This is an optimization exercise on Yosys and OpenROAD, whose aim is small area, a short achievable clock period and few clock cycles, not a production implementation. In this exercise RTL edits were held to simulation tests only and were not proved equivalent to the original. No activity file was given, so power comes from the tool's default toggle rates.

==> inputs of trial 54 <==
## mem_hierarchy
module mem_hierarchy (
	input logic clk,
	input logic reset,
	input lc3b_pkg::mem_req_t i_req,
	output lc3b_pkg::lc3b_word i_rdata,
	output logic i_resp,
	input lc3b_pkg::mem_req_t d_req,
	output lc3b_pkg::lc3b_word d_rdata,
	output logic d_resp,
	input logic pmem_resp,
	input lc3b_pkg::lc3b_cache_line pmem_rdata,
	output lc3b_pkg::lc3b_word pmem_address,
	output lc3b_pkg::lc3b_cache_line pmem_wdata,
	output logic pmem_read,
	output logic pmem_write
);
	lc3b_pkg::l1_miss_t i_miss, d_miss;
	lc3b_pkg::lc3b_cache_line i_xdata, d_xdata;
	logic i_grant, d_grant, sel_d, go, ready;
	logic [lc3b_pkg::victim_entries*lc3b_pkg::line_tag_bits-1:0] vb_tag;
	logic [lc3b_pkg::victim_entries-1:0] i_x_in_vb, d_x_in_vb;
	logic i_fill, d_fill, fill_dirty;
	lc3b_pkg::lc3b_cache_line fill_data;
	l1_cache #(.writable(1'b0)) icache (   
		.clk,
		.reset,
		.cpu_req(i_req),
		.cpu_rdata(i_rdata),
		.cpu_resp(i_resp),
		.miss_out(i_miss),
		.x_data(i_xdata),
		.vb_tag,
		.x_in_vb(i_x_in_vb),
		.grant(i_grant),
		.fill(i_fill),
		.fill_data,
		.fill_dirty
	);
	l1_cache #(.writable(1'b1)) dcache (
		.clk,
		.reset,
		.cpu_req(d_req),
		.cpu_rdata(d_rdata),
		.cpu_resp(d_resp),
		.miss_out(d_miss),
		.x_data(d_xdata),
		.vb_tag,
		.x_in_vb(d_x_in_vb),
		.grant(d_grant),
		.fill(d_fill),
		.fill_data,
		.fill_dirty
	);
	line_arbiter arbiter (
		.i_miss,
		.d_miss,
		.ready,
		.sel_d,
		.go,
		.i_grant,
		.d_grant
	);
	victim_cache victim (   
		.clk,
		.reset,
  ...
export LEC_CHECK = 0
export CAP_MARGIN = 20
export CORE_MARGIN = 2
export CORE_UTILIZATION = 40
export SETUP_SLACK_MARGIN = 5
export SLEW_MARGIN = 20
create_clock -name core_clock -period 9.0 [get_ports {clk}]
run.sh (not shown) runs the stock make flow with config.mk's settings and CLKGATE_MAP_FILE= SYNTH_SCRIPT=/design/flow/synth_recipe.tcl, a recipe that flattens the netlist after the stock synthesis.
==> build 53 (differences from trial 54) <==
--- a/flow/design.v
+++ b/flow/design.v
@@ -62,19 +62,19 @@
 	assign access = cpu_req.read | cpu_req.write;
 	assign idle = !st_wait && !st_fill && !st_resp;
 	logic [lc3b_pkg::l1_sets-1:0] tag_match;
 	always_comb
 		for (int s = 0; s < lc3b_pkg::l1_sets; s++)
 			tag_match[s] = (tag_array[s] == tag);
 	assign hit = valid[index] && tag_match[index];
 	logic [lc3b_pkg::victim_entries-1:0] vb_shared;
-	always_comb
+	always_ff @(posedge clk)
 		for (int k = 0; k < lc3b_pkg::victim_entries; k++)
-			vb_shared[k] = (tag_array[vb_tag[k*lc3b_pkg::line_tag_bits +: lc3b_pkg::index_bits]]
+			vb_shared[k] <= (tag_array[vb_tag[k*lc3b_pkg::line_tag_bits +: lc3b_pkg::index_bits]]
 				== vb_tag[k*lc3b_pkg::line_tag_bits + lc3b_pkg::index_bits +: lc3b_pkg::l1_tag_bits]);
 	always_comb
 		for (int k = 0; k < lc3b_pkg::victim_entries; k++)
 			x_in_vb[k] = vb_shared[k] && (vb_tag[k*lc3b_pkg::line_tag_bits +: lc3b_pkg::index_bits] == index);
 	assign lookup_hit = idle && access && hit;
 	assign do_write = writable && cpu_req.write;   
 	assign cur_line = data_array[index];
 	assign miss_out.want = st_wait || (idle && access);
@@ -260,24 +260,27 @@
 	assign p_x_line = port_q ? d_miss.x_line : i_miss.x_line;
 	assign p_y_line = port_q ? d_miss.y_line : i_miss.y_line;
 	assign p_x_dirty = port_q ? d_miss.x_dirty : i_miss.x_dirty;
 	assign p_x_data = port_q ? d_xdata : i_xdata;
 	logic rd_done, wb_done, install_now;
 	assign rd_done = e_rd && pmem_resp;
 	assign wb_done = e_wb && pmem_resp;
 	assign install_now = inst_pend && (!e_wb || pmem_resp);   
-	assign ready = !(e_wb || e_rd || e_xfer) || rd_done;
+	logic installed;   
+	assign ready = (!(e_wb || e_rd || e_xfer) || rd_done) && !installed;
 	always_ff @(posedge clk) begin
 		if (reset) begin
 			e_wb <= 1'b0;
 			e_rd <= 1'b0;
 			e_xfer <= 1'b0;
 			inst_pend <= 1'b0;
+			installed <= 1'b0;
 		end else begin
+			installed <= install_now;
 			e_wb <= (e_wb && !pmem_resp) || (go && wb);
 			e_rd <= (e_rd && !pmem_resp) || (go && !wb && !yhit_eff) || (wb_done && !yhit_q);
 			e_xfer <= xfer_next;
 			if (go)
 				inst_pend <= x_valid;
 			else if (install_now)
 				inst_pend <= 1'b0;
 		end
==> flow/flow/run.sh (new file) <==
#!/bin/bash
set -euo pipefail
bash standard.sh SETUP_SLACK_MARGIN=5 "BUFFER_PORTS_ARGS=-buffer_cell sky130_fd_sc_hd__buf_2" finish > standard.log 2>&1
==> flow/standard.sh (new file) <==
#!/bin/bash
# synth_recipe.tcl (not shown) runs the flow's synth.tcl, then flattens the netlist and writes it again
# the make line also repeats each setting of config.mk as NAME=value (left out here)
make -C /OpenROAD-flow-scripts/flow DESIGN_CONFIG=/design/flow/config.mk WORK_HOME=/design/flow/orfs CLKGATE_MAP_FILE= SYNTH_SCRIPT=/design/flow/synth_recipe.tcl "${@:-finish}"
- CORE_UTILIZATION: 40 -> 60
- CTS_CLUSTER_DIAMETER: not set -> 60
- CTS_CLUSTER_SIZE: not set -> 20
- SETUP_SLACK_MARGIN: 5 -> not set
removed: flow/run.sh
==> summary of the runs <==
- Trial 54 ran to the end with no violations. Build 53 finished clean.
- Against build 53, the total power of trial 54 is larger by 18%.
- In synthesized area, trial 54 and build 53 hardly differ.
- Against build 53, the combinational power of trial 54 is higher by 30%.
- Clock-buffer cell count: build 53 is lower than trial 54 (126).
- First-iteration DRC count: build 53 is higher than trial 54 (4.4%).
- Of trial 54 and build 53, trial 54 has the higher wire length (gap 10%, measured against build 53).
- Final cell count: build 53 is lower than trial 54 (about 14%).
- In trial 54 the sequential share of layout area is lower than in build 53, by 5.1 points.
==> figures <==
Worst-case setup slack after placement: build 53 3.020 ns; trial 54 2.303 ns
Die Width: build 53 461.2 um; trial 54 564.0 um
Delay of the slowest cell on the worst path: build 53 0.66 ns; trial 54 0.72 ns
Largest vdd supply drop: build 53 0.2459 mV; trial 54 0.1788 mV
Met2 track demand over resource: build 53 0.6079; trial 54 0.4550
Power after layout: build 53 0.03313 W; trial 54 0.03922 W
Seq cells: build 53 2992; trial 54 2983
N_taps: build 53 2788; trial 54 4140
Status: build 53 complete, no violations; trial 54 complete, no violations
Synthesized-area fraction occupied by xor and xnor cells: build 53 0.02199; trial 54 0.01878
Final std cells w/o fill: build 53 10910; trial 54 12630
Setup bufs post-CTS: build 53 48; trial 54 169
Share of the final layout cell area in multi-input gates: build 53 0.2626; trial 54 0.2559
Sequential power: build 53 0.0170 W; trial 54 0.0176 W
Routed metal-1 wirelength: build 53 161800 um; trial 54 188200 um
Power Internal: build 53 0.02326 W; trial 54 0.02746 W
Grt met3 use: build 53 0.1268; trial 54 0.08219
Met3 routed WL: build 53 65670 um; trial 54 64450 um
Testbench counts of trial 54, summed over its fixed seeds: cycles 161,121.
Testbench counts of build 53, summed over its fixed seeds: cycles 161,228.

==> what the ideal ports hide <==
How much do the figures lean on ideal ports? The routed layouts below were timed once more, with nothing changed but the port constraints. Step 1, drivers: a clkbuf_16 drives clk and a buf_2 each remaining input, both assumed. Step 2 times the ports against the registers' clock, not the clock port: input delays grow and output delays shrink by t, the midpoint of the rising clock arrivals with the driver on. Slacks: ideal / step 1 / step 2; pairs: ideal / step 1.
run	shift t [ns]	setup slack, ns	worst setup path at the end
trial 54	0.995	4.737 / 4.746 / 3.751	input to register
build 53	0.984	4.789 / 4.764 / 3.779	input to register
After both steps every run listed still meets setup and hold. The setup slack of build 53, which loses most, moves by -0.025 ns with the drivers and by -1.010 ns with both steps.
